Source: an optimization exercise on an open RTL-to-GDS flow (aim: small area). Production flows keep margins and buffers that such runs may drop. Where RTL was checked, it was by simulation tests only, not by an equivalence proof against the original. The RTL of run 6 was laid out without a check of its function. Power and IR drop assume default switching activity.

==> design.v <==
package jt900h_dump_pkg;
  localparam logic [1:0] CAUSE_NONE = 2'd0;
  localparam logic [1:0] CAUSE_STOP = 2'd1;
  localparam logic [1:0] CAUSE_WDOG = 2'd2;
  localparam logic [1:0] CAUSE_HALT = 2'd3;
  localparam int DUMP_LEN = 84;
endpackage
module jt900h_dump_row (
  input  logic       clk,
  input  logic       we_i,
  input  logic       wen_i,
  input  logic [7:0] x_i,
  output logic [7:0] q_o
);
  logic [7:0] q;
  always_ff @(posedge clk) q <= ~((q | {8{we_i}}) & ({8{wen_i}} | x_i));
  assign q_o = q;
endmodule
module jt900h_dump_rdmux (
  input  logic [8*jt900h_dump_pkg::DUMP_LEN-1:0] mem_i,   
  input  logic [7:0] raddr_i,
  output logic [7:0] rdata_o
);
  localparam int L  = jt900h_dump_pkg::DUMP_LEN;
  localparam int NG = L / 3;
  logic [3:0]    rp0;
  logic [7:0]    rp1;
  logic [2:0]    rp2;
  logic [L-1:0]  rsel;
  logic [NG-1:0] grp_n [8];
  always_comb begin
    for (int i = 0; i < 4; i++) rp0[i] = (raddr_i[1:0] == 2'(i));
    for (int i = 0; i < 8; i++) rp1[i] = (raddr_i[4:2] == 3'(i));
    for (int i = 0; i < 3; i++) rp2[i] = (raddr_i[7:5] == 3'(i));
    for (int k = 0; k < L; k++) rsel[k] = rp0[k % 4] && rp1[(k / 4) % 8] && rp2[k / 32];
    for (int b = 0; b < 8; b++) begin
      for (int j = 0; j < NG; j++)
        grp_n[b][j] = !((mem_i[8*(3*j)+b]   && rsel[3*j]) ||
                        (mem_i[8*(3*j+1)+b] && rsel[3*j+1]) ||
                        (mem_i[8*(3*j+2)+b] && rsel[3*j+2]));
      rdata_o[b] = !(&grp_n[b]);
    end
  end
endmodule
module jt900h_dump_buf (
  input  logic       clk,
  input  logic       last_we_i,   
  input  logic [6:0] waddr_i,     
  input  logic [7:0] wdata_i,
  input  logic [7:0] raddr_i,
  output logic [7:0] rdata_o
);
  localparam int L = jt900h_dump_pkg::DUMP_LEN;
  logic         par_q;
  logic [7:0]   wx;
  logic [8*L-1:0] mem_q;
  logic [L-1:0] wsel;
  always_ff @(posedge clk) par_q <= !par_q;
  logic [3:0] wp0, wp1;
  logic [5:0] wp2;
  always_comb begin
    for (int i = 0; i < 4; i++) wp0[i] = (waddr_i[1:0] == 2'(i));
    for (int i = 0; i < 4; i++) wp1[i] = (waddr_i[3:2] == 2'(i));
    for (int i = 0; i < 6; i++) wp2[i] = (waddr_i[6:4] == 3'(i));
    for (int k = 0; k < L; k++) wsel[k] = wp0[(k + 1) % 4] && wp1[((k + 1) / 4) % 4] && wp2[(k + 1) / 16];
    wsel[L-1] = wsel[L-1] && last_we_i;
  end
  assign wx = wdata_i ^ {8{par_q}};
  for (genvar k = 0; k < L; k++) begin : g_row
    jt900h_dump_row u_row (
      .clk   (clk),
      .we_i  (wsel[k]),
      .wen_i (!wsel[k]),
      .x_i   (wx),
      .q_o   (mem_q[8*k +: 8])
    );
  end
  logic [7:0] rmux;
  jt900h_dump_rdmux u_rdmux (
    .mem_i   (mem_q),
    .raddr_i (raddr_i),
    .rdata_o (rmux)
  );
  assign rdata_o = rmux ^ {8{par_q && (raddr_i < 8'(L))}};
endmodule
import jt900h_dump_pkg::*;
module jt900h_dumpctl (
  input  logic        clk,
  input  logic        rst_n,
  input  logic [23:0] ram_addr,
  input  logic [1:0]  ram_we,
  input  logic        halt_req,
  output logic        cen,
  output logic [7:0]  dmp_addr,
  input  logic [7:0]  dmp_din,
  input  logic [7:0]  rd_addr,
  output logic [7:0]  rd_data,
  output logic        done,
  output logic [1:0]  cause,
  output logic [31:0] run_cycles
);
  logic [20:0] cnt_q;
  logic [1:0]  cause_q;
  logic [6:0]  addr_q;
  logic        flag_q;
  logic run, stop_wr, wdog_hit, stop_any, last;
  always_comb begin
    run      = (cause_q == CAUSE_NONE);
    stop_wr  = ram_we[1] && (ram_addr == 24'h00ffff);
    wdog_hit = &cnt_q[19:0];
    stop_any = stop_wr || halt_req || wdog_hit;
    last     = (addr_q == 7'(DUMP_LEN));
  end
  always_ff @(posedge clk or negedge rst_n) begin
    if (!rst_n) begin
      cnt_q   <= '0;
      cause_q <= CAUSE_NONE;
      addr_q  <= '0;
      flag_q  <= 1'b0;
    end else if (run) begin
      if (flag_q) cnt_q <= {wdog_hit, cnt_q[19:0] + 20'd1};
      if (stop_any) begin
        cause_q <= stop_wr ? CAUSE_STOP : (halt_req ? CAUSE_HALT : CAUSE_WDOG);
        flag_q  <= 1'b0;
      end else begin
        flag_q  <= 1'b1;
      end
    end else if (!flag_q) begin
      if (last) flag_q <= 1'b1;
      else      addr_q <= addr_q + 7'd1;
    end
  end
  jt900h_dump_buf u_buf (
    .clk       (clk),
    .last_we_i (!flag_q),
    .waddr_i   (addr_q),
    .wdata_i   (dmp_din),
    .raddr_i   (rd_addr),
    .rdata_o   (rd_data)
  );
  assign cen        = run && flag_q;
  assign done       = !run && flag_q;
  assign dmp_addr   = {1'b0, addr_q};
  assign cause      = cause_q;
  assign run_cycles = {11'd0, cnt_q};
endmodule
==> flow/run.sh <==
#!/bin/bash
# Own layout flow: the standard ORFS flow, except that
#  - synthesis maps the combinational logic with area-oriented ABC scripts
#    instead of ORFS's delay-oriented one: flow/light.abc (mapping only, which
#    keeps the read multiplexer's AND-OR structure) for jt900h_dump_rdmux, then
#    flow/area.abc for the rest; registers, passes and naming are otherwise
#    exactly synth_recipe.tcl's;
#  - port buffers use the smallest buffer cell.
# Every tool's output goes to ORFS's own logs under orfs/logs, and make's
# output to flow_make.log in the work folder.
set -euo pipefail
W=$(pwd)
F=$W/flow

# synthesis script: ORFS synth.tcl with the ABC step swapped
sed -e "s|^source \$::env(SCRIPTS_DIR)/synth_preamble.tcl\$|&\nset abc_base [list {*}\$lib_args {*}\$lib_dont_use_args]|" \
    -e "s|^  log_cmd abc {\*}\$abc_args\$|  log_cmd abc -script $F/light.abc {*}\$abc_base jt900h_dump_rdmux\n  log_cmd abc -script $F/area.abc {*}\$abc_base|" \
  "$FLOW_HOME/scripts/synth.tcl" > "$W/own_synth_orfs.tcl"
grep -q "light.abc" "$W/own_synth_orfs.tcl"
grep -q "^set abc_base " "$W/own_synth_orfs.tcl"
sed -e "s|\$::env(SCRIPTS_DIR)/synth.tcl|$W/own_synth_orfs.tcl|" "$W/synth_recipe.tcl" > "$W/own_synth.tcl"
grep -q "own_synth_orfs.tcl" "$W/own_synth.tcl"
sed -e "s|$W/synth_recipe.tcl|$W/own_synth.tcl|" "$W/standard.sh" > "$W/own_standard.sh"
grep -q "own_synth.tcl" "$W/own_standard.sh"

export BUFFER_PORTS_ARGS="-buffer_cell sky130_fd_sc_hd__buf_1"
bash "$W/own_standard.sh" finish > "$W/flow_make.log" 2>&1
test -s "$W/out/final.def"
==> flow/area.abc <==
strash
&get -n
&fraig -x
&put
scorr
dc2
strash
&get -n
&dch -f
&nf -R 1000 -p
&put
==> flow/light.abc <==
strash
&get -n
&nf -p -R 1000
&put
==> standard.sh <==
#!/bin/bash
# synth_recipe.tcl (not shown) runs the flow's synth.tcl, then flattens the netlist and writes it again
# the make line also repeats each setting of config.mk as NAME=value (left out here)
make -C /OpenROAD-flow-scripts/flow DESIGN_CONFIG=/design/flow/config.mk WORK_HOME=/design/flow/orfs CLKGATE_MAP_FILE= SYNTH_SCRIPT=/design/flow/synth_recipe.tcl "${@:-finish}"
==> config.mk <==
export PLATFORM = sky130hd
export DESIGN_NAME = jt900h_dumpctl
export DESIGN_NICKNAME = jt900h_dumpctl
export VERILOG_FILES = /design/flow/design.v
export SDC_FILE = /design/flow/constraint.sdc
export NUM_CORES = 4
export LEC_CHECK = 0
export CAP_MARGIN = 20
export CORE_MARGIN = 2
export CORE_UTILIZATION = 60
export CTS_BUF_LIST = sky130_fd_sc_hd__clkbuf_16
export CTS_CLUSTER_DIAMETER = 100
export CTS_CLUSTER_SIZE = 30
export SLEW_MARGIN = 20
export SYNTH_HIERARCHICAL = 1
==> constraint.sdc <==
create_clock -name core_clock -period 10.0 [get_ports {clk}]
set_input_delay 2.0000 -clock core_clock [delete_from_list [all_inputs] [get_ports {clk}]]
set_output_delay 2.0000 -clock core_clock [all_outputs]
set_load 0.01 [all_outputs]
==> flow_results.org, run 1 <==
** Die
- Once the floorplan was initialized, standard cells occupied 60.59% of the core.
- Total Die Area :: 0.04053 mm2
- The die is 201.3 um wide.
- IO Count :: 97
- Chip Height :: 201.3 um
- The total area inside the core boundary comes to 0.03856 mm2.
- The floorplan has 72 rows.

** Hold path
- Worst min-delay path category :: reg -> reg
- The worst hold path begins at u_buf.g_row[81].u_row.q[0].
- Number of instances on the worst hold path :: 1

** Clocking
- CTS placed an instance of sky130_fd_sc_hd__clkbuf_16 at the clock tree root.
- Gates resized during post-CTS repair numbered 0.
- TritonCTS built the clock tree.
- CTS Sinks :: 704
- Number of buffers between clock root and the deepest sink :: 3
- Worst-skew pair later-pin latency :: 0.61 ns
- TritonCTS buffer count :: 27
- CTS H-Tree Depth :: 1
- Buffers inserted to repair hold after CTS numbered 0.
- After clock tree synthesis, the clock-pin slew on the worst setup and hold paths is 0.11 ns.
- Post-CTS Setup Repair Bufs :: 0

** Synthesis
- Avg Cell Area, Syn :: 10.95 um2
- Summing every instance area after synthesis gives 0.02336 mm2.
- Sequential cell area fraction in the yosys report :: 61.00%
- Leading register cell type out of synthesis :: sky130_fd_sc_hd__dfxtp_1
- Synthesis produced a netlist whose cell count is 2134.
- Cell types occupying the most area after synthesis :: sky130_fd_sc_hd__dfxtp_1 (58%), sky130_fd_sc_hd__o22ai_1 (18%), sky130_fd_sc_hd__a222oi_1 (9.6%), sky130_fd_sc_hd__dfrtp_1 (3.3%), sky130_fd_sc_hd__nand2_1 (2.2%)
- Summed over all instances, the cell type with the most area after synthesis is sky130_fd_sc_hd__dfxtp_1.
- After synthesis the netlist holds a flip-flop and latch count of 704.
- Yosys printed 11 warnings.
- Of the post-synthesis cell area, the dominant cell type holds 57.68%.
- In this run, distinct cell masters in the synthesized netlist total 35.
- In this run, synthesis inferred 0 flip-flops with an integrated enable.
- Of all flip-flops after synthesis, the portion carrying an async set or reset was 4.403%.

** STA
- Final setup vio count :: 0
- Setup total negative slack on the finished layout was measured at 0 ns.
- Actual slew at the worst max-slew pin :: 1.156 ns
- Counting I/O delays and the setup requirement, the final critical path takes 7.315 ns.
- Max Clock Freq :: 0.1367 GHz
- Clk_skew :: 0.03588 ns
- Share of the cycle needed by the critical path after routing :: 73.15%
- After layout, the worst setup slack is 2.686 ns.
- Setup repair after global routing missed its margin :: false
- Number of hold violations in the final report :: 0
- In this run the tightest slew margin relative to its limit is 22.64%.
- Count of final max-slew check failures :: 0

** Global route
- Number of antenna violations at the first check in global routing :: 0
- Entering global routing, the biggest net connects 64 pins.
- Global-route wire length before repair :: 114900 um
- Residual overflow from global routing :: 0
- In the global route stage, overall resource usage came out at 36.21%.
- Via count of the first global-routing pass :: 18940

** Route
- Via count :: 20750
- Residual antenna-violating net count after detailed routing :: 0
- Detailed-router iteration count before antenna repair :: 14
- Dividing the detail-routed via count by the number of cells gives 7.437.
- The final layout contains routed wiring with a total length of 75800 um.
- After detailed routing, the average wire length per cell comes to 27.17 um.
- Residual DRC count :: 0
- The detailed router finished its first iteration with 3848 violations.

** Worst setup path
- In this run the worst path has a maximum fanout of 20.
- CP Launch Point :: rd_addr[6]
- STA classifies the critical path startpoint as an input port.
- For the worst flop-to-flop path, the logic depth is 4.
- Data on the critical path is required at its endpoint by 8.00 ns.
- Worst setup path category :: in -> out
- Setup crit end kind :: primary output
- At the worst endpoint, the arrival time is 5.31 ns.
- Startpoint of the worst-slack reg-to-reg timing path :: u_buf.par_q

** Layout
- In the final layout, flip-flops and latches occupy 0.01425 mm2.
- Diodes inserted :: 0
- Multi-input combinational cell area :: 0.008935 mm2
- Once layout is complete, the utilization of the core stands at 65.80%.
- The post-route netlist has 3.125% of its cells at a drive strength greater than 1.
- Number of nets in the layout :: 2319
- Fill cells in the final layout number 3204.
- Layout overhead on the synthesized area :: 8.602%

** Outcome
- Run status :: timing/DRC/antenna clean

** Placement
- Input and output buffers added on the ports amount to 83.
- Placement-stage worst setup slack :: 2.838 ns
- The wire-length estimate of the detail-placed layout is 51310 um.
- Routability Congestion :: 0.9446

** Power and ir drop
- For this design the static power due to leakage is 8.911 nW.
- IR analysis of the VDD net gives a maximum drop of 0.0001819 V.
- Power density over cell area :: 234.1 mW/mm2

** Flow run
- Max-cap violation count :: 0
-- per-module statistics from Yosys, one instance, submodules excluded --
module | area [um2] | cells | copies in the design
jt900h_dump_buf | 965.9 | 218 | 1
jt900h_dump_rdmux | 3261 | 437 | 1
jt900h_dump_row | 210.2 | 16 | 84
jt900h_dumpctl | 1476 | 135 | 1
-- worst paths after layout --
check / to / slack (ns)
setup / recovery: rd_data[1] / 2.69
hold / removal: u_buf.g_row[81].u_row.q[0] / 0.45
setup reg to reg: u_buf.g_row[46].u_row.q[6] / 7.10
hold reg to reg: u_buf.g_row[81].u_row.q[0] / 0.45
max in group asynchronous: addr_q[0] / 8.06
min in group asynchronous: cnt_q[11] / 1.45
-- Yosys cell counts, types with 5 or more instances --
cell type                  number
sky130_fd_sc_hd__nand2b_1       5
sky130_fd_sc_hd__nor2_1       101
sky130_fd_sc_hd__dfrtp_1       31
sky130_fd_sc_hd__nand4_1       66
sky130_fd_sc_hd__nand3_1        9
sky130_fd_sc_hd__nor4_1        12
sky130_fd_sc_hd__nor3_1        22
sky130_fd_sc_hd__dfxtp_1      673
sky130_fd_sc_hd__nor3b_1        5
sky130_fd_sc_hd__a222oi_1     224
sky130_fd_sc_hd__xnor2_1       23
sky130_fd_sc_hd__and3b_1        6
sky130_fd_sc_hd__nand2_1      136
sky130_fd_sc_hd__clkinv_1      88
sky130_fd_sc_hd__o22ai_1      672
sky130_fd_sc_hd__xor2_1        18
sky130_fd_sc_hd__buf_4         12
-- through the flow --
| step | power [mW] | hold slack (ns) | area, um2 | cells |
|---|---|---|---|---|
| finish | 5.939 | 0.4505 | 25370 | 2790 |
| global route | 6.158 | 0.4604 | 25370 | 2790 |
| CTS | 5.902 | 0.4523 | 25360 | 2790 |
| detailed placement | 4.637 | 0.4358 | 24660 | 2760 |
| global placement | 4.570 | 0.4281 | 24660 | 2760 |
| floorplan | 4.240 | 0.4206 | 23400 | 2145 |
-- worst max-delay path, stage by stage --
cell and delay [ns]:
sky130_fd_sc_hd__buf_1 0.10, sky130_fd_sc_hd__or3b_1 0.80, sky130_fd_sc_hd__nor2_1 0.34, sky130_fd_sc_hd__a222oi_1 0.64, sky130_fd_sc_hd__nand4_1 0.30, sky130_fd_sc_hd__nor3_1 0.47, sky130_fd_sc_hd__nand2_1 0.12, sky130_fd_sc_hd__xnor2_1 0.33
sky130_fd_sc_hd__buf_1 0.19
-- power by group --
group	internal [mW]	switching [mW]	leakage, nW
sequential	3.37	0.381	6.47
clock	0.493	0.828	0.351
combinational	0.363	0.505	2.09
total	4.23	1.71	8.91
-- state kept, by name, summed over array words and instances (netlist names) --
name / count
u_buf.g_row.u_row.q: 672
cnt_q: 21
addr_q: 7
cause_q: 2
flag_q: 1
u_buf.par_q: 1
-- cell usage in the layout, fill, tap and decap left out, drive strengths merged, types with 6 or more instances in the layout --
cell | netlist | routed
clkbuf | 0 | 28
buf | 12 | 108
and3b | 6 | 6
clkinv | 88 | 88
conb | 1 | 12
a222oi | 224 | 224
nand3 | 9 | 9
nand2 | 136 | 136
dfrtp | 31 | 31
xor2 | 18 | 18
dfxtp | 673 | 673
nor3 | 22 | 22
nand4 | 66 | 66
o22ai | 672 | 672
nor4 | 12 | 12
nor2 | 101 | 101
xnor2 | 23 | 23
-- logic make-up (layout without fill, tap and decap cells) --
kind of cell	after synthesis	in the layout	synth area share, %
AO/OA/AOI/OAI	904	904	27.82
flip-flops	704	704	61.00
AND/OR/NAND/NOR	380	380	7.622
buffers and inverters	100	227	1.800
XOR/XNOR	41	41	1.537
adder cells (fa/ha/maj)	3	3	0.1607
other	1	12	0.01605
multiplexers	1	1	0.04820
-- metal layers --
layer	share of wire (%)	up-vias	global-route usage [%]
met1	41	10030	50.80
met5	0	-	0
li1	-	9206	-
met4	5.7	0	17.62
met3	10	220	6.220
met2	43	1290	54.55
-- area by class of cell --
class | instances | share of cell area, %
clock inverter | 3 | 0.09371
inverter | 88 | 1.302
clock buffer | 27 | 2.663
multi-input combinational | 1341 | 35.22
timing repair buffer | 109 | 2.002
tap | 518 | 2.555
sequential | 704 | 56.17
==> inputs of run 2 (changes only) <==
--- a/config.mk
+++ b/config.mk
@@ -9,3 +9,3 @@
 export CORE_MARGIN = 2
-export CORE_UTILIZATION = 60
+export CORE_UTILIZATION = 40
 export CTS_BUF_LIST = sky130_fd_sc_hd__clkbuf_16
==> run 2 against run 1 <==
  * Register-to-register slack lost 0.31 ns
  * Sequential power is essentially flat
  * Clock skew shrank 0.021 ns
  * Utilization shrank 21 points
  * Worst setup slack lost 0.36 ns
  * Critical path depth is the same
  * Clock power is essentially flat
  * Maximum frequency shrank 4.7%
  * Synthesized area is the same
  * Count of clock-buffer cells in the layout is the same
  * Largest cell class unchanged
  * Highest routed layer unchanged
==> flow_results.org, run 2 <==
** Outcome
- The run finished with no timing, DRC or antenna violations.

** Synthesis
- For this run, the leading register cell type out of synthesis is sky130_fd_sc_hd__dfxtp_1.
- Cell types occupying the most area after synthesis :: sky130_fd_sc_hd__dfxtp_1 (58%), sky130_fd_sc_hd__o22ai_1 (18%), sky130_fd_sc_hd__a222oi_1 (9.6%), sky130_fd_sc_hd__dfrtp_1 (3.3%), sky130_fd_sc_hd__nand2_1 (2.2%)
- The sequential-to-total area share from yosys stat came to 61.00% (unchanged).
- Flip-flop and latch count after synthesis :: 704 (unchanged)
- The fraction of registers with async set/reset came to 4.403% (unchanged).
- Synth Instances :: 2134 (unchanged)
- The commonest cells after synthesis are sky130_fd_sc_hd__dfxtp_1 (673), sky130_fd_sc_hd__o22ai_1 (672), sky130_fd_sc_hd__a222oi_1 (224), sky130_fd_sc_hd__nand2_1 (136), sky130_fd_sc_hd__nor2_1 (101).
- Dominant cell by count in the synthesized netlist :: sky130_fd_sc_hd__dfxtp_1
- Of all cell types, the one taking the most synthesized area is sky130_fd_sc_hd__dfxtp_1.
- Count of yosys warnings during synthesis :: 11 (unchanged)
- The count of unique library cells instantiated by Yosys came to 35 (unchanged).
- The combined area of all synthesized cells was 0.02336 mm2 (unchanged).
- Top-area cell type share of the netlist area :: 57.68% (unchanged)
- The number of enable flip-flop cells after synthesis was 0 (unchanged).
- The synthesized area per cell was 10.95 um2 (unchanged).

** Die
- Initial Util :: 40.49% (-20 points)
- Die W :: 245.7 um (+22%)
- Chip Height :: 245.7 um (+22%)
- Core Footprint :: 0.05770 mm2 (+50%)
- Total Die Area :: 0.06035 mm2 (+49%)
- The site row count was 88 (+22%).
- The number of top-level pins is 97 (unchanged).

** Layout
- The number of flip-flops in the largest register was 672 (unchanged).
- Layout overhead on the synthesized area :: 10.08%
- Counting flops per register, the top entry is u_buf.g_row.u_row.q.
- In the layout the commonest cells are sky130_fd_sc_hd__dfxtp_1 (673), sky130_fd_sc_hd__o22ai_1 (672), sky130_fd_sc_hd__a222oi_1 (224).
- The number of antenna repair diodes is 0 (unchanged).
- Filler cells :: 5402 (+69%)
- The largest registers in the layout are u_buf.g_row.u_row.q (672), cnt_q (21), addr_q (7).
- Number of nets in the layout :: 2322 (+0.13%)
- Most common library cell in the layout ignoring fill and taps :: sky130_fd_sc_hd__dfxtp_1
- Ratio of cells with drive above 1 in the final layout :: 3.250% (+0.12 points)
- Fin area :: 0.02571 mm2 (+1.4%)

** Placement
- The weighted congestion at the end of routability-driven global placement is 0.9240 (-2.2%).
- The standard cell area after detailed placement came to 0.02499 mm2 (+1.3%).
- Post-DP HPWL :: 54310 um (+5.8%)
- The number of port buffers is 83 (unchanged).

** Global route
- Residual overflow from global routing :: 0 (unchanged)
- Aggregate global-route resource usage :: 25.30% (-11 points)
- Global-route wire length before repair :: 119700 um (+4.2%)
- The maximum number of pins on one net before global-route repair is 73 (+14%).
- Via count of the first global-routing pass :: 19440 (+2.7%)
- The number of antenna violations at the first check in global routing is 0 (unchanged).

** Worst setup path
- Slowest Stage Delay on Critical Path :: 0.86 ns (+0.06 ns)
- Setup slack of the worst register-to-register path :: 6.79 ns (-0.31 ns)
- STA classifies the critical path endpoint as a primary output.
- The required time of the critical path is 8.00 ns (about the same).
- Worst Path Max Fanout :: 19 (-5.0%)
- Number of buffer and inverter stages on the critical path :: 2 (unchanged)
- Traced cell by cell, the critical path runs through buf_1 -> or3_1 -> nor2_1 -> a222oi_1 -> nand4_1 -> nor4_1 -> nand2_1 -> xnor2_1 -> buf_1.
- WP data arrival :: 5.68 ns (+0.37 ns)
- The slowest stage of the critical path belongs to the cell sky130_fd_sc_hd__nor4_1.
- Worst setup path category :: in -> out
- Critical Path Source Type :: input port
- Among cell families on the critical path, the largest total delay comes from simple AND/OR/NAND/NOR gates.
- Cell seen most often among critical-path stages :: sky130_fd_sc_hd__buf_1

** STA
- The total negative slack is 0 ns (unchanged).
- The total setup violations reported at the end of the flow was 0 (unchanged).
- The relative slew slack came to 20.30% (-2.3 points).
- Setup repair after global routing left no endpoint under its margin.
- The number of max-slew violations in the final report was 0 (unchanged).
- The largest clock skew in the final design is 0.01472 ns (-0.02116 ns).
- Actual slew at the worst max-slew pin :: 1.191 ns (+0.03494 ns)
- Minimum clock period :: 7.678 ns (+0.3638 ns)
- Number of hold violations in the final report :: 0 (unchanged)
- Share of the cycle needed by the critical path after routing :: 76.78% (+3.6 points)
- Max Clock Freq :: 0.1302 GHz (-4.7%)

** Clocking
- The count of instances resized after the clock tree is built is 0 (unchanged).
- CTS H-Tree Depth :: 1 (unchanged)
- The post-CTS repair timing setup buffer count was 0 (unchanged).
- The worst-case clock buffer depth is 3 (unchanged).
- The clock network latency to the later pin of the worst-skew pair was 0.61 ns (about the same).
- In this run the clock root is driven by a sky130_fd_sc_hd__clkbuf_16.
- Clock tree from TritonCTS :: done
- CTS Hold Buffers Added :: 0 (unchanged)
- The number of buffers created by CTS was 27 (unchanged).
- Clock transition at the registers of the reported paths :: 0.11 ns (about the same)
- The number of clock sinks was 704 (unchanged).

** Route
- Number of vias per cell after detailed routing :: 6.806 (-8.5%)
- The post-detailed-route count of antenna-violating nets came to 0 (unchanged).
- Via count :: 20700 (-0.22%)
- Average detailed-routed wire length per instance :: 26.00 um (-4.3%)
- The iteration count of the initial detailed-routing pass was 10 (-4).
- The total wire length after detailed routing was 79100 um (+4.4%).
- The number of design rule violations left after detail routing came to 0 (unchanged).
- The count of routing violations after the opening detailed-route iteration was 3417 (-11%).

** Power and ir drop
- The switching part of the total came to 28.93% (+0.068 points).
- Power density over cell area :: 231.4 mW/mm2 (-1.2%)
- The switching power came to 1.721 mW (+0.42%).
- The part of the power in the clock network was 22.6% (+0.4 points).
- Internal portion of total power :: 4.229 mW (about the same)
- The peak supply drop is 0.0001393 V (-23%).
- The portion of total power attributed to sequential cells is 62.5% (-0.6 points).
- The share of total power in combinational logic is 14.9% (+0.3 points).
- The leakage power summed over all cells is 8.943 nW (+0.35%).

** Flow run
- Max-cap violation count :: 0 (unchanged)

** Hold path
- Worst min-delay path category :: reg -> reg
==> run 2: metal layers <==
layer / vias up / GRT usage, % / routed length [um]
li1: 9202 / - / -
met3: 167 / 2.958 / 6745
met5: - / 0 / 0
met1: 10220 / 35.65 / 33960
met2: 1113 / 39.05 / 34910
met4: 0 / 11.07 / 3480
==> run 2: cells by family after synthesis <==
| logic type | after synthesis | synth area share, % |
|---|---|---|
| AO/OA/AOI/OAI | 904 | 27.82 |
| adder cells (fa/ha/maj) | 3 | 0.1607 |
| AND/OR/NAND/NOR | 380 | 7.622 |
| flip-flops | 704 | 61.00 |
| other | 1 | 0.01605 |
| buffers and inverters | 100 | 1.800 |
| multiplexers | 1 | 0.04820 |
| XOR/XNOR | 41 | 1.537 |
==> run 2: worst paths after layout <==
| path | to | start | cells past startpoint |
|---|---|---|---|
| worst max-delay path | rd_data[6] | rd_addr[7] | 9 |
| worst min-delay path | u_buf.g_row[26].u_row.q[7] | u_buf.g_row[26].u_row.q[7] | 1 |
| worst max register to register | cnt_q[19] | flag_q | 11 |
| worst min register to register | u_buf.g_row[26].u_row.q[7] | u_buf.g_row[26].u_row.q[7] | 1 |
| max in group asynchronous | cnt_q[17] | rst_n | 1 |
| min in group asynchronous | addr_q[5] | rst_n | 1 |
==> run 2: power by group through the flow <==
| stage | Clock [mW] | Sequential [mW] | Combinational [mW] |
|---|---|---|---|
| after floorplan | 0 | 3.66 | 0.577 |
| after global placement | 0 | 3.74 | 0.818 |
| after detailed placement | 0 | 3.77 | 0.867 |
| after CTS | 1.36 | 3.70 | 0.865 |
| after global routing | 1.45 | 3.77 | 0.954 |
| final | 1.34 | 3.72 | 0.886 |
==> run 2: cell type report <==
type	count	area (um2)	share of cell area, %
clock buffers	27	675.6	2.627
flip-flops and latches	704	14250	55.41
inverters	88	330.3	1.285
clock inverters	5	31.28	0.1216
multi-input cells	1341	8917	34.68
repair buffers	112	554.3	2.156
well taps	765	957.2	3.722
==> run 2: metrics by stage <==
stage               power, mW  utilization, %  hold WS [ns]  worst slack [ns]  std cells
global route            6.175           44.57        0.4616             2.374       3042
finish                  5.950           44.57        0.4509             2.322       3042
detailed placement      4.633           43.31        0.4358             2.525       3008
CTS                     5.933           44.53        0.4521             2.518       3040
global placement        4.563           43.26        0.4280             2.589       3007
floorplan               4.240               -        0.4206             4.048       2145
==> run 2: Yosys stat by module (local to each module, per instance) <==
module	area, um2	flops+latches	times used
jt900h_dump_row	210.2	8	84
jt900h_dump_rdmux	3261	0	1
jt900h_dump_buf	965.9	1	1
jt900h_dumpctl	1476	31	1
==> inputs of run 3 (changes only) <==
--- a/config.mk
+++ b/config.mk
@@ -9,3 +9,3 @@
 export CORE_MARGIN = 2
-export CORE_UTILIZATION = 40
+export CORE_UTILIZATION = 50
 export CTS_BUF_LIST = sky130_fd_sc_hd__clkbuf_16
==> run 3 against run 2 <==
  * Wire length is 2.2% lower
  * Synthesized area unchanged
  * Largest power group unchanged
  * Register-to-register slack gained 0.18 ns
  * Clock power about the same
  * Combinational power fell by 2.5%
  * Worst setup slack got worse by 0.15 ns
==> flow_results.org, run 3 <==
** Route
- Via count :: 20510 (-0.93%)
- The number of vias per cell after detailed routing is 7.129 (+4.7%).
- Residual antenna-violating net count after detailed routing :: 0 (unchanged)
- The routed wire length per instance is 26.89 um (+3.4%).
- The number of design rule violations left after detail routing was 0 (unchanged).
- Initial drt markers :: 3133 (-8.3%)
- Detailed-router iteration count before antenna repair :: 15 (+5)
- The total wire length after detailed routing was 77370 um (-2.2%).

** Clocking
- The depth of the CTS H-tree was 1 (unchanged).
- Number of buffers between clock root and the deepest sink :: 3 (unchanged)
- The number of buffers created by CTS came to 27 (unchanged).
- CTS Hold Buffers Added :: 0 (unchanged)
- The clock network latency to the later pin of the worst-skew pair was 0.61 ns (about the same).
- Clk root buf :: sky130_fd_sc_hd__clkbuf_16
- The number of clock sinks was 704 (unchanged).
- The post-CTS repair timing setup buffer count came to 0 (unchanged).
- The count of instances resized after the clock tree is built came to 0 (unchanged).
- The CTS clock-pin slew for the worst setup and hold paths was 0.11 ns (about the same).
- TritonCTS built the clock tree.

** Layout
- The largest registers in the layout are u_buf.g_row.u_row.q (672), cnt_q (21), addr_q (7).
- Most common library cell in the layout ignoring fill and taps :: sky130_fd_sc_hd__dfxtp_1
- Max FFs per register :: 672 (unchanged)
- Diodes inserted :: 0 (unchanged)
- Number of nets in the layout :: 2315 (-0.30%)
- Non-filler cells in the finished layout :: 2877 (-5.4%)
- Relative to the synthesized area, the layout overhead comes to 9.004%.
- Post-layout utilization of the core :: 54.93% (+10 points)
- Top library cells by usage in the layout, fill and taps aside :: sky130_fd_sc_hd__dfxtp_1 (673), sky130_fd_sc_hd__o22ai_1 (672), sky130_fd_sc_hd__a222oi_1 (224)
- Ratio of cells with drive above 1 in the final layout :: 3.172% (-0.078 points)
- Counting flops per register, the top entry is u_buf.g_row.u_row.q.
- The fill cell total of the finished layout is 4124 (-24%).

** Die
- The y dimension of the die came to 220.1 um (-10%).
- The overall die area was 0.04846 mm2 (-20%).
- The site row count came to 79 (-10%).
- Initial Util :: 50.39% (+9.9 points)
- The core outline area is 0.04636 mm2 (-20%).
- The width of the die came to 220.1 um (-10%).
- The number of top-level pins was 97 (unchanged).

** Synthesis
- Synth Instances :: 2134 (unchanged)
- Synthesized-area fraction occupied by adder cells :: 0.1607% (unchanged)
- sky130_fd_sc_hd__dfxtp_1 takes more of the synthesized area than any other cell.
- The sequential-to-total area share from yosys stat was 61.00% (unchanged).
- The combined area of all synthesized cells came to 0.02336 mm2 (unchanged).
- Flip-flop and latch count after synthesis :: 704 (unchanged)
- Number of enable-type register cells in the synthesized netlist :: 0 (unchanged)
- Dominant cell by count in the synthesized netlist :: sky130_fd_sc_hd__dfxtp_1
- By area, the combinational part of the netlist is dominated by compound AO/OA/AOI/OAI gates.
- Mux cell area share after synthesis :: 0.04821% (unchanged)
- The post-synthesis xor/xnor area fraction was 1.537% (unchanged).
- Compound-gate portion of the synthesized area :: 27.82% (unchanged)
- The synthesized area per cell was 10.95 um2 (unchanged).
- The most used flip-flop cell after synthesis is sky130_fd_sc_hd__dfxtp_1.
- Count of unique library cells instantiated by Yosys :: 35 (unchanged)
- Simple-gate share of the synthesized area :: 7.622% (unchanged)
- Cell types occupying the most area after synthesis :: sky130_fd_sc_hd__dfxtp_1 (58%), sky130_fd_sc_hd__o22ai_1 (18%), sky130_fd_sc_hd__a222oi_1 (9.6%), sky130_fd_sc_hd__dfrtp_1 (3.3%), sky130_fd_sc_hd__nand2_1 (2.2%)
- Most frequent cells after synthesis :: sky130_fd_sc_hd__dfxtp_1 (673), sky130_fd_sc_hd__o22ai_1 (672), sky130_fd_sc_hd__a222oi_1 (224), sky130_fd_sc_hd__nand2_1 (136), sky130_fd_sc_hd__nor2_1 (101)
- Top-area cell type share of the netlist area :: 57.68% (unchanged)
- The fraction of registers with async set/reset is 4.403% (unchanged).
- Count of yosys warnings during synthesis :: 11 (unchanged)

** Worst setup path
- Cell seen most often among critical-path stages :: sky130_fd_sc_hd__buf_1
- The most critical setup path has its startpoint at rd_addr[5].
- For this design, the slowest cell found on the critical path is sky130_fd_sc_hd__nor4_1.
- Depth of the critical timing path with buffers and inverters included :: 9 (unchanged)
- The longest individual stage delay on the worst path was 0.95 ns (+0.09 ns).
- Number of buffer and inverter stages on the critical path :: 2 (unchanged)
- STA classifies the critical path startpoint as an input port.
- Setup crit end kind :: primary output
- Worst Path Max Fanout :: 32 (+13)
- WP data required :: 8.00 ns (about the same)
- In this run the critical register-to-register path is captured at u_buf.g_row[22].u_row.q[0].
- The arrival time at the worst endpoint is 5.83 ns (+0.15 ns).
- The worst reg-to-reg path cell count was 5 (-6).
- The register-to-register path setup slack is 6.97 ns (+0.18 ns).
- Cell-by-cell listing of the critical path :: buf_1 -> or3b_2 -> nor2_1 -> a222oi_1 -> nand4_1 -> nor4_1 -> nand2_1 -> xnor2_1 -> buf_1
- The critical path in this run is classified as in -> out.
- Capturing instance or port of the critical path :: rd_data[4]
- Among cell families on the critical path, the largest total delay comes from simple AND/OR/NAND/NOR gates.
- Startpoint of the worst-slack reg-to-reg timing path :: addr_q[1]

** STA
- The relative slew slack is 19.01% (-1.3 points).
- Setup repair after global routing missed its margin :: false
- The total negative slack came to 0 ns (unchanged).
- Minimum clock period :: 7.828 ns (+0.1493 ns)
- Actual slew at the worst max-slew pin :: 1.210 ns (+0.01926 ns)
- The largest clock skew in the final design was 0.01351 ns (-0.001205 ns).
- Number of hold violations in the final report :: 0 (unchanged)
- The fraction of the cycle the final worst path needs is 78.28% (+1.5 points).
- The total setup violations reported at the end of the flow is 0 (unchanged).
- Max Clock Freq :: 0.1278 GHz (-1.9%)
- The number of max-slew violations in the final report was 0 (unchanged).

** Power and ir drop
- The areal power density over the cells is 233.2 mW/mm2 (+0.79%).
- Maximum VDD drop :: 0.0001650 V (+18%)
- The leakage power summed over all cells was 8.897 nW (-0.51%).

** Placement
- The weighted congestion at the end of routability-driven global placement was 0.8973 (-2.9%).
- The placed instance count is 2845 (-5.4%).
- The number of port buffers is 83 (unchanged).
- Post-DP HPWL :: 52090 um (-4.1%)

** Global route
- Maximum number of pins on one net before global-route repair :: 79 (+8.2%)
- The overall fraction of global-route tracks in use came to 31.08% (+5.8 points).
- The global route total overflow is 0 (unchanged).
- The global-route wire length before repair came to 115700 um (-3.3%).
- The number of global-route vias before repair came to 18510 (-4.8%).
- Number of antenna violations at the first check in global routing :: 0 (unchanged)

** Flow run
- Max-cap violation count :: 0 (unchanged)

** Hold path
- Worst min-delay path category :: reg -> reg

** Outcome
- The run finished with no timing, DRC or antenna violations.
run 3: through the flow:
stage	instance area (um2)	hold slack (ns)	power, mW	setup WS, ns
floorplan	23400	0.4206	4.240	4.048
global placement	24750	0.4280	4.575	2.365
detailed placement	24760	0.4359	4.625	2.387
CTS	25460	0.4522	5.922	2.369
global route	25460	0.4627	6.173	2.088
finish	25460	0.4494	5.938	2.172
run 3: worst min-delay path by stage:
stage | start | endpoint | slack (ns) | depth (start not counted)
6_report | u_buf.g_row[30].u_row.q[4] | u_buf.g_row[30].u_row.q[4] | 0.45 | 1
5_1_grt | u_buf.g_row[65].u_row.q[3] | u_buf.g_row[65].u_row.q[3] | 0.46 | 1
4_1_cts | u_buf.g_row[74].u_row.q[2] | u_buf.g_row[74].u_row.q[2] | 0.45 | 1
3_5_place_dp | u_buf.g_row[26].u_row.q[1] | u_buf.g_row[26].u_row.q[1] | 0.44 | 1
3_3_place_gp | u_buf.g_row[8].u_row.q[4] | u_buf.g_row[8].u_row.q[4] | 0.43 | 1
2_1_floorplan | u_buf.g_row[11].u_row.q[0] | u_buf.g_row[11].u_row.q[0] | 0.42 | 1
run 3: routing by layer:
| metal | GRT usage (%) | up-vias | part of all wire [%] | wire (um) |
|---|---|---|---|---|
| met5 | 0 | - | 0 | 0 |
| met4 | 10.54 | 0 | 3.6 | 2800 |
| met3 | 3.258 | 157 | 8.0 | 6164 |
| met2 | 47.65 | 1029 | 45 | 34490 |
| met1 | 45.83 | 10100 | 44 | 33920 |
| li1 | - | 9220 | - | - |
run 3: area by class of cell:
type	instances	area (um2)	area share (%)
repair buffers	105	481.7	1.892
inverters	88	330.3	1.297
well taps	607	759.5	2.983
flip-flops and latches	704	14250	55.96
clock inverters	5	28.78	0.1130
multi-input cells	1341	8939	35.10
clock buffers	27	675.6	2.653
run 3: cell families after synthesis:
family,Yosys count
mux,1
fa+ha+maj,3
flops,704
other cells,1
buf+inv,100
compound gates,904
xor+xnor,41
simple gates,380
run 3: Yosys stat by module, one instance, submodules excluded:
module | times used | flip-flops and latches | area [um2]
jt900h_dump_buf | 1 | 1 | 965.9
jt900h_dump_row | 84 | 8 | 210.2
jt900h_dumpctl | 1 | 31 | 1476
jt900h_dump_rdmux | 1 | 0 | 3261
run 3: power breakdown:
part           switching, mW  leakage [nW]  internal [mW]
Sequential             0.369          6.47           3.37
Clock                  0.843         0.352          0.493
Combinational          0.500          2.07          0.364
Total                   1.71          8.90           4.23
==> inputs of run 4 (changes only) <==
--- a/config.mk
+++ b/config.mk
@@ -7,3 +7,3 @@
 export LEC_CHECK = 0
-export CAP_MARGIN = 20
+export CAP_MARGIN = 10
 export CORE_MARGIN = 2
@@ -13,3 +13,3 @@
 export CTS_CLUSTER_SIZE = 30
-export SLEW_MARGIN = 20
+export SLEW_MARGIN = 10
 export SYNTH_HIERARCHICAL = 1
==> run 4 against run 3 <==
  * Still clean
  * Critical path depth is the same
  * Total power is essentially flat
  * Via count shrank 1.1%
==> flow_results.org, run 4 <==
** Outcome
- Run status :: timing/DRC/antenna clean

** Worst setup path
- Worst setup path category :: in -> out
- WP data required :: 8.00 ns (about the same)
- Critical Path Source Type :: input port
- The worst setup path is captured at a primary output.
- The arrival time at the worst endpoint is 5.84 ns (about the same).
- Worst Path Max Fanout :: 32 (unchanged)

** Clocking
- Clk root buf :: sky130_fd_sc_hd__clkbuf_16
- Post-CTS Setup Repair Bufs :: 0 (unchanged)
- The worst-case clock buffer depth is 3 (unchanged).
- CTS Hold Buffers Added :: 0 (unchanged)
- The number of clock sinks came to 704 (unchanged).
- The count of instances resized after the clock tree is built was 0 (unchanged).
- The number of buffers created by CTS came to 27 (unchanged).
- Clock tree from TritonCTS :: done
- The clock network latency to the later pin of the worst-skew pair was 0.62 ns (about the same).
- The CTS clock-pin slew for the worst setup and hold paths came to 0.10 ns (about the same).
- The depth of the CTS H-tree came to 1 (unchanged).

** Die
- The number of top-level pins was 97 (unchanged).
- Core Footprint :: 0.04636 mm2 (unchanged)
- Total Die Area :: 0.04846 mm2 (unchanged)
- Chip Height :: 220.1 um (unchanged)
- Number of rows created at floorplan :: 79 (unchanged)
- The starting utilization of the core area is 50.39% (unchanged).
- The width of the die came to 220.1 um (unchanged).

** Layout
- The number of antenna repair diodes was 0 (unchanged).
- The core utilization of the finished layout was 54.92% (about the same).
- More flip-flops sit in one register than any other, and that register is u_buf.g_row.u_row.q.
- The number of flip-flops in the largest register came to 672 (unchanged).
- Leaving out fill and tap cells, the most frequent cell in the layout is sky130_fd_sc_hd__dfxtp_1.
- The number of nets in the final layout is 2315 (unchanged).
- Regs by FF count :: u_buf.g_row.u_row.q (672), cnt_q (21), addr_q (7)
- The post-layout instance area is 0.02546 mm2 (about the same).
- Layout overhead on the synthesized area :: 8.998% (about the same)
- Top library cells by usage in the layout, fill and taps aside :: sky130_fd_sc_hd__dfxtp_1 (673), sky130_fd_sc_hd__o22ai_1 (672), sky130_fd_sc_hd__a222oi_1 (224)
- The fraction of final layout cells sized beyond drive strength 1 came to 3.128% (-0.044 points).

** Route
- Via count :: 20290 (-1.1%)
- Met1 wire length :: 33660 um (-0.75%)
- The total wire length after detailed routing was 77040 um (-0.43%).
- DR WL met2 :: 34360 um (-0.39%)
- Residual antenna-violating net count after detailed routing :: 0 (unchanged)
- The number of design rule violations left after detail routing came to 0 (unchanged).
- The iteration count of the initial detailed-routing pass is 11 (-4).
- Top layer used by detailed routing :: met4
- Wire length on met3 :: 6106 um (-0.94%)
- Number of vias per cell after detailed routing :: 7.051 (-1.1%)
- Initial drt markers :: 3238 (+3.4%)
- The routed wire length per instance came to 26.78 um (-0.43%).

** Synthesis
- The flop and latch count out of synthesis came to 704 (unchanged).
- The synthesized area per cell is 10.95 um2 (unchanged).
- Cell type with the largest total area after synthesis :: sky130_fd_sc_hd__dfxtp_1
- Among all cell types in the netlist, the one instantiated most often is sky130_fd_sc_hd__dfxtp_1.
- Count of unique library cells instantiated by Yosys :: 35 (unchanged)
- Post-Synthesis Cell Area :: 0.02336 mm2 (unchanged)
- Async SR Flop Fraction :: 4.403% (unchanged)
- Leading register cell type out of synthesis :: sky130_fd_sc_hd__dfxtp_1
- Most frequent cells after synthesis :: sky130_fd_sc_hd__dfxtp_1 (673), sky130_fd_sc_hd__o22ai_1 (672), sky130_fd_sc_hd__a222oi_1 (224), sky130_fd_sc_hd__nand2_1 (136), sky130_fd_sc_hd__nor2_1 (101)
- Synth Instances :: 2134 (unchanged)
- The portion of synthesized cell area occupied by the leading cell type was 57.68% (unchanged).
- The sequential-to-total area share from yosys stat is 61.00% (unchanged).
- In the post-synthesis netlist, the biggest area contributors are sky130_fd_sc_hd__dfxtp_1 (58%), sky130_fd_sc_hd__o22ai_1 (18%), sky130_fd_sc_hd__a222oi_1 (9.6%), sky130_fd_sc_hd__dfrtp_1 (3.3%), sky130_fd_sc_hd__nand2_1 (2.2%).
- The count of synthesis-stage warnings from yosys was 11 (unchanged).
- Number of enable-type register cells in the synthesized netlist :: 0 (unchanged)

** Power and ir drop
- Combinational power share :: 14.5% (about the same)
- The part of the power in the clock network is 22.5% (about the same).
- The portion of total power attributed to sequential cells came to 62.9% (about the same).
- The leakage power summed over all cells was 8.901 nW (about the same).
- The peak supply drop is 0.0001569 V (-4.9%).
- Final Total Pwr :: 5.940 mW (about the same)
- Net Sw Power :: 1.712 mW (about the same)
- The switching part of the total is 28.81% (-0.030 points).
- The cell-internal power is 4.229 mW (about the same).
- The areal power density over the cells came to 233.3 mW/mm2 (about the same).

** Global route
- Global-route wire length before repair :: 115300 um (-0.38%)
- The number of antenna violations at the first check in global routing came to 0 (unchanged).
- The global route total overflow is 0 (unchanged).
- The overall fraction of global-route tracks in use came to 30.93% (-0.15 points).
- Maximum number of pins on one net before global-route repair :: 79 (unchanged)
- The number of global-route vias before repair came to 18440 (-0.38%).

** STA
- Actual slew at the worst max-slew pin :: 1.269 ns (+0.05917 ns)
- The largest clock skew in the final design is 0.02712 ns (+0.01361 ns).
- Setup repair after global routing left no endpoint under its margin.
- The relative slew slack was 14.72% (-4.3 points).
- The number of max-slew violations in the final report was 0 (unchanged).
- Sum of negative setup slack :: 0 ns (unchanged)
- Max Clock Freq :: 0.1275 GHz (-0.19%)
- The count of final hold-check violations is 0 (unchanged).
- The final critical delay including setup and external delays is 7.842 ns (+0.01452 ns).
- The total setup violations reported at the end of the flow was 0 (unchanged).
- Share of the cycle needed by the critical path after routing :: 78.42% (+0.15 points)

** Placement
- The placed wire-length estimate is 52100 um (about the same).
- The number of port buffers came to 83 (unchanged).
- The weighted congestion at the end of routability-driven global placement is 0.8973 (unchanged).
- The standard cell area after detailed placement came to 0.02475 mm2 (about the same).

** Hold path
- The path class of the tightest hold or removal check is reg -> reg.

** Flow run
- Max-cap violation count :: 0 (unchanged)
-- run 4: per-module statistics from Yosys (local to each module, per instance) --
module,area (um2),times used
jt900h_dump_buf,965.9,1
jt900h_dump_rdmux,3261,1
jt900h_dump_row,210.2,84
jt900h_dumpctl,1476,1
-- run 4: through the flow --
stage	hold slack (ns)	worst slack (ns)	instances
2_1_floorplan	0.4206	4.048	2145
3_3_place_gp	0.4280	2.365	2845
3_5_place_dp	0.4359	2.362	2845
4_1_cts	0.4520	2.345	2877
5_1_grt	0.4623	2.001	2877
6_report	0.4487	2.158	2877
-- run 4: final timing paths --
check                                           startpoint                         end  slack (ns)  cells after the start
worst max-delay path                            rd_addr[5]                  rd_data[5]        2.16                      9
max in group asynchronous                            rst_n                   cnt_q[10]        8.06                      1
worst min-delay path            u_buf.g_row[66].u_row.q[1]  u_buf.g_row[66].u_row.q[1]        0.45                      1
worst min register to register  u_buf.g_row[66].u_row.q[1]  u_buf.g_row[66].u_row.q[1]        0.45                      1
min in group asynchronous                            rst_n                   cnt_q[19]        1.44                      1
worst max register to register                   addr_q[2]  u_buf.g_row[22].u_row.q[0]        7.03                      5
-- run 4: critical path, cell delays in order --
cell,delay (ns)
sky130_fd_sc_hd__buf_1,0.10
sky130_fd_sc_hd__or3b_2,0.84
sky130_fd_sc_hd__nor2_1,0.36
sky130_fd_sc_hd__a222oi_1,0.59
sky130_fd_sc_hd__nand4_1,0.26
sky130_fd_sc_hd__nor4_1,1.02
sky130_fd_sc_hd__nand2_1,0.16
sky130_fd_sc_hd__xnor2_1,0.30
sky130_fd_sc_hd__buf_1,0.19
-- run 4: routing by layer --
layer | track usage, % | vias up
li1 | - | 9206
met1 | 45.31 | 9895
met2 | 47.58 | 1032
met3 | 3.601 | 152
met4 | 10.36 | 0
met5 | 0 | -
-- run 4: final cells by class --
type,instances,area [um2]
Sequential cell,704,14250
Clock buffer,27,675.6
Multi-Input combinational cell,1341,8934
Timing Repair Buffer,105,478.0
Clock inverter,5,36.28
Inverter,88,330.3
Tap cell,607,759.5
Fill cell,4069,20900
-- run 4: logic make-up after synthesis --
family / Yosys count / share of synthesized area, %
AO/OA/AOI/OAI: 904 / 27.82
other: 1 / 0.01605
adder cells (fa/ha/maj): 3 / 0.1607
flip-flops: 704 / 61.00
multiplexers: 1 / 0.04820
buffers and inverters: 100 / 1.800
AND/OR/NAND/NOR: 380 / 7.622
XOR/XNOR: 41 / 1.537
-- run 4: power by group through the flow --
stage               logic [mW]  clock network (mW)  registers, mW
floorplan                0.577                   0           3.66
global placement         0.808                   0           3.77
detailed placement       0.850                   0           3.77
CTS                      0.846                1.37           3.72
global route             0.930                1.46           3.79
finish                   0.863                1.34           3.74
==> inputs of run 5 (changes only) <==
--- a/design.v
+++ b/design.v
@@ -25,5 +25,4 @@
   localparam int NG = L / 3;
-  logic [3:0]    rp0;
-  logic [7:0]    rp1;
-  logic [2:0]    rp2;
+  logic [15:0]   rlo;
+  logic [5:0]    rhi;
   logic [L-1:0]  rsel;
@@ -31,6 +30,5 @@
   always_comb begin
-    for (int i = 0; i < 4; i++) rp0[i] = (raddr_i[1:0] == 2'(i));
-    for (int i = 0; i < 8; i++) rp1[i] = (raddr_i[4:2] == 3'(i));
-    for (int i = 0; i < 3; i++) rp2[i] = (raddr_i[7:5] == 3'(i));
-    for (int k = 0; k < L; k++) rsel[k] = rp0[k % 4] && rp1[(k / 4) % 8] && rp2[k / 32];
+    for (int i = 0; i < 16; i++) rlo[i] = (raddr_i[3:0] == 4'(i));
+    for (int i = 0; i < 6; i++)  rhi[i] = (raddr_i[7:4] == 4'(i));
+    for (int k = 0; k < L; k++) rsel[k] = rlo[k % 16] && rhi[k / 16];
     for (int b = 0; b < 8; b++) begin
@@ -58,9 +56,8 @@
   always_ff @(posedge clk) par_q <= !par_q;
-  logic [3:0] wp0, wp1;
-  logic [5:0] wp2;
+  logic [15:0] wlo;
+  logic [5:0]  whi;
   always_comb begin
-    for (int i = 0; i < 4; i++) wp0[i] = (waddr_i[1:0] == 2'(i));
-    for (int i = 0; i < 4; i++) wp1[i] = (waddr_i[3:2] == 2'(i));
-    for (int i = 0; i < 6; i++) wp2[i] = (waddr_i[6:4] == 3'(i));
-    for (int k = 0; k < L; k++) wsel[k] = wp0[(k + 1) % 4] && wp1[((k + 1) / 4) % 4] && wp2[(k + 1) / 16];
+    for (int i = 0; i < 16; i++) wlo[i] = (waddr_i[3:0] == 4'(i));
+    for (int i = 0; i < 6; i++)  whi[i] = (waddr_i[6:4] == 3'(i));
+    for (int k = 0; k < L; k++) wsel[k] = wlo[(k + 1) % 16] && whi[(k + 1) / 16];
     wsel[L-1] = wsel[L-1] && last_we_i;
--- a/config.mk
+++ b/config.mk
@@ -7,3 +7,3 @@
 export LEC_CHECK = 0
-export CAP_MARGIN = 10
+export CAP_MARGIN = 20
 export CORE_MARGIN = 2
@@ -13,3 +13,3 @@
 export CTS_CLUSTER_SIZE = 30
-export SLEW_MARGIN = 10
+export SLEW_MARGIN = 20
 export SYNTH_HIERARCHICAL = 1
==> run 5 against run 4 <==
  * Synthesized cell count is 0.80% lower
  * Synthesized area is 0.35% lower
  * Combinational power is 2% higher
  * Utilization hardly changed
  * Clock skew is 0.0048 ns lower
  * Largest cell class unchanged
==> flow_results.org, run 5 <==
** Route
- The routed wire length per instance was 27.42 um (+2.4%).
- The number of vias per cell after detailed routing is 7.150 (+1.4%).
- Detailed-router iteration count before antenna repair :: 12 (+1)
- WL final :: 78470 um (+1.9%)
- Residual antenna-violating net count after detailed routing :: 0 (unchanged)
- The count of routing violations after the opening detailed-route iteration is 3309 (+2.2%).
- Residual DRC count :: 0 (unchanged)
- The vias after detailed routing is 20460 (+0.87%).

** Synthesis
- Cell types occupying the most area after synthesis :: sky130_fd_sc_hd__dfxtp_1 (58%), sky130_fd_sc_hd__o22ai_1 (18%), sky130_fd_sc_hd__a222oi_1 (9.6%), sky130_fd_sc_hd__dfrtp_1 (3.3%), sky130_fd_sc_hd__nand2_1 (1.9%)
- The post-synthesis mux area share came to 0.04838% (+0.00017 points).
- Fraction of synthesized cell area in xor and xnor cells :: 1.543% (+0.0055 points)
- The number of standard cells after synthesis came to 2117 (-0.80%).
- Combinational family with the most area after synthesis :: compound AO/OA/AOI/OAI gates
- The simple logic cell fraction of the synthesized area is 7.294% (-0.33 points).
- Count of yosys warnings during synthesis :: 11 (unchanged)
- Number of enable-type register cells in the synthesized netlist :: 0 (unchanged)
- Leading register cell type out of synthesis :: sky130_fd_sc_hd__dfxtp_1
- The share of the synthesized area in compound gates (AO/OA/AOI/OAI) was 27.92% (+0.099 points).
- The flop and latch count out of synthesis was 704 (unchanged).
- The most common cell in the synthesized netlist is sky130_fd_sc_hd__dfxtp_1.
- The sequential-to-total area share from yosys stat was 61.21% (+0.22 points).
- Count of unique library cells instantiated by Yosys :: 33 (-5.7%)
- Post-Synthesis Cell Area :: 0.02328 mm2 (-0.35%)
- Synthesized-area fraction occupied by adder cells :: 0.1613% (+0.00057 points)
- Async SR Flop Fraction :: 4.403% (unchanged)
- Top-area cell type share of the netlist area :: 57.88% (+0.20 points)
- Avg Cell Area, Syn :: 11.00 um2 (+0.45%)
- Most frequent cells after synthesis :: sky130_fd_sc_hd__dfxtp_1 (673), sky130_fd_sc_hd__o22ai_1 (672), sky130_fd_sc_hd__a222oi_1 (224), sky130_fd_sc_hd__nand2_1 (116), sky130_fd_sc_hd__nor2_1 (105)
- Cell type with the largest total area after synthesis :: sky130_fd_sc_hd__dfxtp_1

** STA
- The relative slew slack came to 23.91% (+9.2 points).
- Sum of negative setup slack :: 0 ns (unchanged)
- The largest clock skew in the final design is 0.02228 ns (-0.004840 ns).
- Minimum clock period :: 7.747 ns (-0.09535 ns)
- The count of final hold-check violations came to 0 (unchanged).
- Share of the cycle needed by the critical path after routing :: 77.47% (-0.95 points)
- Final worst slack :: 2.253 ns (+0.09535 ns)
- The total setup violations reported at the end of the flow is 0 (unchanged).
- The achievable frequency is 0.1291 GHz (+1.2%).
- The number of max-slew violations in the final report is 0 (unchanged).
- Setup repair after global routing left no endpoint under its margin.
- Actual slew at the worst max-slew pin :: 1.141 ns (-0.1287 ns)

** Layout
- Layout overhead on the synthesized area :: 9.079% (about the same)
- Diodes inserted :: 0 (unchanged)
- The number of nets in the final layout is 2301 (-0.60%).
- The largest registers in the layout are u_buf.g_row.u_row.q (672), cnt_q (21), addr_q (7).
- The post-layout instance area came to 0.02539 mm2 (-0.28%).
- Leaving out fill and tap cells, the most frequent cells in the layout are sky130_fd_sc_hd__o22ai_1 (672), sky130_fd_sc_hd__dfxtp_1 (672), sky130_fd_sc_hd__a222oi_1 (224).
- Max FFs per register :: 672 (unchanged)
- Largest register by flop count :: u_buf.g_row.u_row.q
- The fill cell total of the finished layout was 3992 (-1.9%).
- The core utilization of the finished layout came to 54.89% (about the same).
- The fraction of final layout cells sized beyond drive strength 1 is 3.104% (-0.024 points).

** Clocking
- Clk root buf :: sky130_fd_sc_hd__clkbuf_16
- The clock network latency to the later pin of the worst-skew pair came to 0.63 ns (about the same).
- The post-CTS repair timing setup buffer count is 0 (unchanged).
- CTS Hold Buffers Added :: 0 (unchanged)
- The worst-case clock buffer depth was 3 (unchanged).
- Clock transition at the registers of the reported paths :: 0.11 ns (about the same)
- Clock tree from TritonCTS :: done
- The number of buffers created by CTS came to 27 (unchanged).
- Number of gates resized after CTS :: 0 (unchanged)
- CTS H-Tree Depth :: 1 (unchanged)
- The number of clock sinks is 704 (unchanged).

** Power and ir drop
- The peak supply drop came to 0.0002106 V (+34%).
- Leak :: 8.879 nW (-0.24%)
- The areal power density over the cells was 233.9 mW/mm2 (+0.26%).
- The final total power was 5.939 mW (about the same).

** Placement
- Placement-stage worst setup slack :: 2.547 ns (+0.1846 ns)
- Port bufs :: 83 (unchanged)
- The standard cell area after detailed placement came to 0.02469 mm2 (-0.25%).
- The weighted congestion at the end of routability-driven global placement is 0.9176 (+2.3%).
- The placed wire-length estimate came to 52520 um (+0.82%).

** Die
- IO Count :: 97 (unchanged)
- Number of rows created at floorplan :: 79 (unchanged)
- Initial Util :: 50.32% (-0.071 points)
- Total Die Area :: 0.04830 mm2 (-0.34%)
- The core outline area came to 0.04626 mm2 (-0.21%).
- Die W :: 219.8 um (-0.17%)
- Chip Height :: 219.8 um (-0.17%)

** Worst setup path
- WP data arrival :: 5.75 ns (-0.09 ns)
- STA classifies the critical path endpoint as a primary output.
- The setup path with the least slack is of type in -> out.
- The worst setup path is launched from an input port.
- The register-to-register path setup slack was 7.09 ns (+0.06 ns).
- WP data required :: 8.00 ns (about the same)
- The maximum fanout along the worst path came to 8 (-75%).

** Global route
- The maximum number of pins on one net before global-route repair was 71 (-10%).
- The global-route wire length before repair is 118100 um (+2.5%).
- The number of antenna violations at the first check in global routing was 0 (unchanged).
- Via count of the first global-routing pass :: 18770 (+1.8%)
- The overall fraction of global-route tracks in use was 31.87% (+0.94 points).
- Residual overflow from global routing :: 0 (unchanged)

** Hold path
- The worst hold path belongs to the class reg -> reg.

** Outcome
- The flow ran to the end and the layout has no timing, DRC or antenna violations.

** Flow run
- Max-cap violation count :: 0 (unchanged)
-- run 5: changes by cell type after synthesis, sizes merged, moves of 3 or more --
cell	before	now
nor2	101	105
nor3b	5	2
nor2b	4	8
nor3	22	19
nand3	9	15
nand2	136	116
-- run 5: stage by stage --
step                      instances  hold WS [ns]
after global placement         2831        0.4287
after detailed placement       2831        0.4359
after global routing           2862        0.4629
after CTS                      2862        0.4524
final                          2862        0.4494
after floorplan                2128        0.4206
-- run 5: worst paths after layout --
check | startpoint | to | cells after the start
min in group asynchronous | rst_n | cnt_q[17] | 1
max in group asynchronous | rst_n | cnt_q[8] | 1
min reg2reg | u_buf.g_row[48].u_row.q[0] | u_buf.g_row[48].u_row.q[0] | 1
max reg2reg | u_buf.par_q | u_buf.g_row[14].u_row.q[2] | 3
max | rd_addr[2] | rd_data[6] | 10
min | u_buf.g_row[48].u_row.q[0] | u_buf.g_row[48].u_row.q[0] | 1
-- run 5: final cells by class --
cell class / instances / area (um2) / area share [%]
clock inverter: 4 / 27.53 / 0.1084
timing repair buffer: 108 / 500.5 / 1.971
clock buffer: 27 / 675.6 / 2.661
sequential: 704 / 14250 / 56.12
multi-input combinational: 1324 / 8847 / 34.84
tap: 607 / 759.5 / 2.991
inverter: 88 / 330.3 / 1.301
-- run 5: critical path, cell delays in order --
cell                       delay [ns]
sky130_fd_sc_hd__buf_1           0.27
sky130_fd_sc_hd__nor2b_1         0.16
sky130_fd_sc_hd__nand2_1         0.52
sky130_fd_sc_hd__nor2_1          0.31
sky130_fd_sc_hd__a222oi_1        0.62
sky130_fd_sc_hd__nand4_1         0.33
sky130_fd_sc_hd__nor4_1          0.84
sky130_fd_sc_hd__nand2_1         0.18
sky130_fd_sc_hd__xnor2_1         0.32
sky130_fd_sc_hd__buf_1           0.19
-- run 5: logic make-up (layout without fill, tap and decap cells) --
group,Yosys count,after routing
multiplexers,1,1
flip-flops,704,704
buffers and inverters,100,227
XOR/XNOR,41,41
AND/OR/NAND/NOR,363,363
other,1,12
AO/OA/AOI/OAI,904,904
adder cells (fa/ha/maj),3,3
-- run 5: per-layer routing --
layer	vias to the layer above	track usage (%)	routed length [um]
met5	-	0	0
met2	1083	48.50	34300
li1	9137	-	-
met4	0	13.78	3895
met1	10040	44.79	33420
met3	199	5.204	6859
-- run 5: power breakdown --
group | total (mW) | internal [mW] | leakage [nW] | switching, mW
clock | 1.34 | 0.494 | 0.356 | 0.847
sequential | 3.72 | 3.37 | 6.47 | 0.350
combinational | 0.879 | 0.365 | 2.05 | 0.514
total | 5.94 | 4.23 | 8.88 | 1.71
-- run 5: Yosys stat by module (local to each module, per instance) --
module	flops+latches	cell area (um2)	times used
jt900h_dump_buf	1	965.9	1
jt900h_dump_row	8	210.2	84
jt900h_dump_rdmux	0	3178	1
jt900h_dumpctl	31	1476	1
==> inputs of run 6 (changes only) <==
--- a/design.v
+++ b/design.v
@@ -42,2 +42,23 @@
 endmodule
+module jt900h_dump_half #(
+  parameter int N = 42
+) (
+  input  logic           clk,
+  input  logic           par_i,
+  input  logic [N-1:0]   wsel_i,
+  input  logic [7:0]     wdata_i,
+  output logic [8*N-1:0] mem_o
+);
+  logic [7:0] wx;
+  assign wx = wdata_i ^ {8{par_i}};
+  for (genvar k = 0; k < N; k++) begin : g_row
+    jt900h_dump_row u_row (
+      .clk   (clk),
+      .we_i  (wsel_i[k]),
+      .wen_i (!wsel_i[k]),
+      .x_i   (wx),
+      .q_o   (mem_o[8*k +: 8])
+    );
+  end
+endmodule
 module jt900h_dump_buf (
@@ -52,3 +73,2 @@
   logic         par_q;
-  logic [7:0]   wx;
   logic [8*L-1:0] mem_q;
@@ -64,10 +84,9 @@
   end
-  assign wx = wdata_i ^ {8{par_q}};
-  for (genvar k = 0; k < L; k++) begin : g_row
-    jt900h_dump_row u_row (
-      .clk   (clk),
-      .we_i  (wsel[k]),
-      .wen_i (!wsel[k]),
-      .x_i   (wx),
-      .q_o   (mem_q[8*k +: 8])
+  for (genvar h = 0; h < 2; h++) begin : g_half
+    jt900h_dump_half #(.N(L / 2)) u_half (
+      .clk     (clk),
+      .par_i   (par_q),
+      .wsel_i  (wsel[h*(L/2) +: L/2]),
+      .wdata_i (wdata_i),
+      .mem_o   (mem_q[8*h*(L/2) +: 8*(L/2)])
     );
==> run 6 against run 5 <==
  * Still clean
  * Critical path depth did not move
  * Final area up 0.59%
  * Count of clock-buffer cells in the layout is the same
  * Largest power group unchanged
==> flow_results.org, run 6 <==
** Route
- Average detailed-routed wire length per instance :: 27.08 um (-1.2%)
- Residual DRC count :: 0 (unchanged)
- The post-detailed-route count of antenna-violating nets came to 0 (unchanged).
- The total wire length after detailed routing was 77670 um (-1.0%).

** Power and ir drop
- Leak :: 8.762 nW (-1.3%)
- The cell-internal power was 4.194 mW (-0.78%).
- The peak supply drop was 0.0001515 V (-28%).
- Clock network power share :: 22.9% (+0.3 points)
- Switching Share :: 28.89% (+0.068 points)

** Synthesis
- Async SR Flop Fraction :: 4.403% (unchanged)
- Leading register cell type out of synthesis :: sky130_fd_sc_hd__dfxtp_1
- The simple logic cell fraction of the synthesized area came to 7.277% (-0.017 points).
- The post-synthesis mux area share is 0.04823% (-0.00015 points).
- The share of the synthesized area in compound gates (AO/OA/AOI/OAI) came to 27.83% (-0.085 points).
- Count of yosys warnings during synthesis :: 11 (unchanged)
- The combined area of all synthesized cells was 0.02335 mm2 (+0.31%).
- Sequential cell area fraction in the yosys report :: 61.03% (-0.19 points)
- The portion of synthesized cell area occupied by the leading cell type came to 57.70% (-0.18 points).

** Layout
- Top library cells by usage in the layout, fill and taps aside :: sky130_fd_sc_hd__o22ai_1 (672), sky130_fd_sc_hd__dfxtp_1 (672), sky130_fd_sc_hd__a222oi_1 (224)
- Layout overhead on the synthesized area :: 9.383%
- Regs by FF count :: u_buf.g_half.u_half.g_row.u_row.q (672), cnt_q (21), addr_q (7)
- Number of nets in the layout :: 2303 (+0.087%)
- The number of flip-flops in the largest register came to 672 (unchanged).
- The fill cell total of the finished layout is 4085 (+2.3%).
- Ratio of cells with drive above 1 in the final layout :: 2.877% (-0.23 points)

** Die
- Chip Height :: 220.1 um (+0.15%)
- Die W :: 220.1 um (+0.15%)
- The core outline area is 0.04636 mm2 (+0.21%).
- The site row count is 79 (unchanged).
- The overall die area was 0.04844 mm2 (+0.30%).
- Initial Util :: 50.37% (about the same)

** STA
- Max Clock Freq :: 0.1240 GHz (-3.9%)
- The count of final hold-check violations is 0 (unchanged).
- The fraction of the cycle the final worst path needs came to 80.64% (+3.2 points).
- Setup repair after global routing left no endpoint under its margin.
- Final setup vio count :: 0 (unchanged)

** Clocking
- The number of clock sinks was 704 (unchanged).
- The count of hold buffers inserted by post-cts repair was 0 (unchanged).
- The post-CTS repair timing setup buffer count was 0 (unchanged).
- Number of gates resized after CTS :: 0 (unchanged)
- The number of buffers created by CTS was 27 (unchanged).

** Worst setup path
- The maximum fanout along the worst path came to 8 (unchanged).
- STA classifies the critical path startpoint as an input port.
- Setup crit end kind :: primary output

** Outcome
- Run status :: timing/DRC/antenna clean

** Hold path
- The min-delay analysis places its worst path in the category reg -> reg.

** Global route
- The number of global-route vias before repair was 18920 (+0.80%).
- Number of antenna violations at the first check in global routing :: 0 (unchanged)
- Maximum number of pins on one net before global-route repair :: 43 (-39%)
## run 6: cells by family after synthesis
logic type               after synthesis
AO/OA/AOI/OAI                        904
XOR/XNOR                              49
adder cells (fa/ha/maj)                3
buffers and inverters                100
flip-flops                           704
multiplexers                           1
other                                  1
AND/OR/NAND/NOR                      363
## run 6: layout make-up
cell class / instances / area (um2) / area share (%)
inverter: 88 / 330.3 / 1.293
tap: 607 / 759.5 / 2.974
clock buffer: 27 / 675.6 / 2.646
timing repair buffer: 102 / 454.2 / 1.778
sequential: 704 / 14250 / 55.81
antenna: 2 / 5.005 / 0.01960
multi-input combinational: 1332 / 9027 / 35.35
clock inverter: 6 / 35.03 / 0.1372
## run 6: path summary, 6_finish.rpt
path                       slack, ns                                   startpoint                                     endpoint  cells after the start
max in group asynchronous       8.34                                        rst_n                                    addr_q[5]                      2
hold / removal                  0.45  u_buf.g_half[1].u_half.g_row[39].u_row.q[3]  u_buf.g_half[1].u_half.g_row[39].u_row.q[3]                      1
min in group asynchronous       1.37                                        rst_n                                     cnt_q[2]                      2
hold reg to reg                 0.45  u_buf.g_half[1].u_half.g_row[39].u_row.q[3]  u_buf.g_half[1].u_half.g_row[39].u_row.q[3]                      1
setup / recovery                1.94                                   rd_addr[3]                                   rd_data[2]                     10
setup reg to reg                6.86                                    addr_q[2]  u_buf.g_half[1].u_half.g_row[40].u_row.q[0]                      5
## run 6: modules after synthesis, one instance, submodules excluded, excerpt
module             area (um2)  cells inside
jt900h_dump_buf         581.8           126
jt900h_dump_rdmux        3178           420
jt900h_dump_row         210.2            16
jt900h_dumpctl           1476           135
## run 6: worst max-delay path, cell delays in order
cell	delay (ns)
sky130_fd_sc_hd__buf_1	0.33
sky130_fd_sc_hd__nor2_1	0.17
sky130_fd_sc_hd__nand3_1	0.71
sky130_fd_sc_hd__nor2_1	0.33
sky130_fd_sc_hd__a222oi_1	0.66
sky130_fd_sc_hd__nand4_1	0.28
sky130_fd_sc_hd__nor4_1	1.00
sky130_fd_sc_hd__nand2_1	0.20
sky130_fd_sc_hd__xnor2_1	0.21
sky130_fd_sc_hd__buf_1	0.18
## run 6: power by group through the flow
stage,registers (mW),logic (mW),clock network [mW]
finish,3.70,0.853,1.35
global route,3.75,0.922,1.45
CTS,3.68,0.839,1.36
detailed placement,3.74,0.843,0
global placement,3.72,0.799,0
floorplan,3.64,0.574,0
## run 6: stage by stage
stage	util [%]	area, um2	setup WS (ns)	hold WS, ns	cells
final	55.09	25540	1.936	0.4512	2868
after floorplan	-	23390	4.351	0.4206	2136
after global placement	53.53	24820	2.242	0.4284	2833
after detailed placement	53.53	24820	2.217	0.4358	2833
after CTS	55.07	25530	2.213	0.4504	2866
after global routing	55.08	25530	1.924	0.4608	2866
## run 6: layer usage
metal,GRT usage (%),wire length [um],share of wire [%]
met1,43.49,32510,42
met2,48.99,34720,45
met3,4.859,6670,8.6
met4,13.31,3774,4.9
met5,0,0,0

Setup slack of run 6, layout unchanged: 1.936 ns with ideal ports, 1.909 ns with driving cells assumed (clock clkbuf_16, inputs buf_2), 1.909 ns with port delays also shifted by the 0.661 ns mid clock arrival.
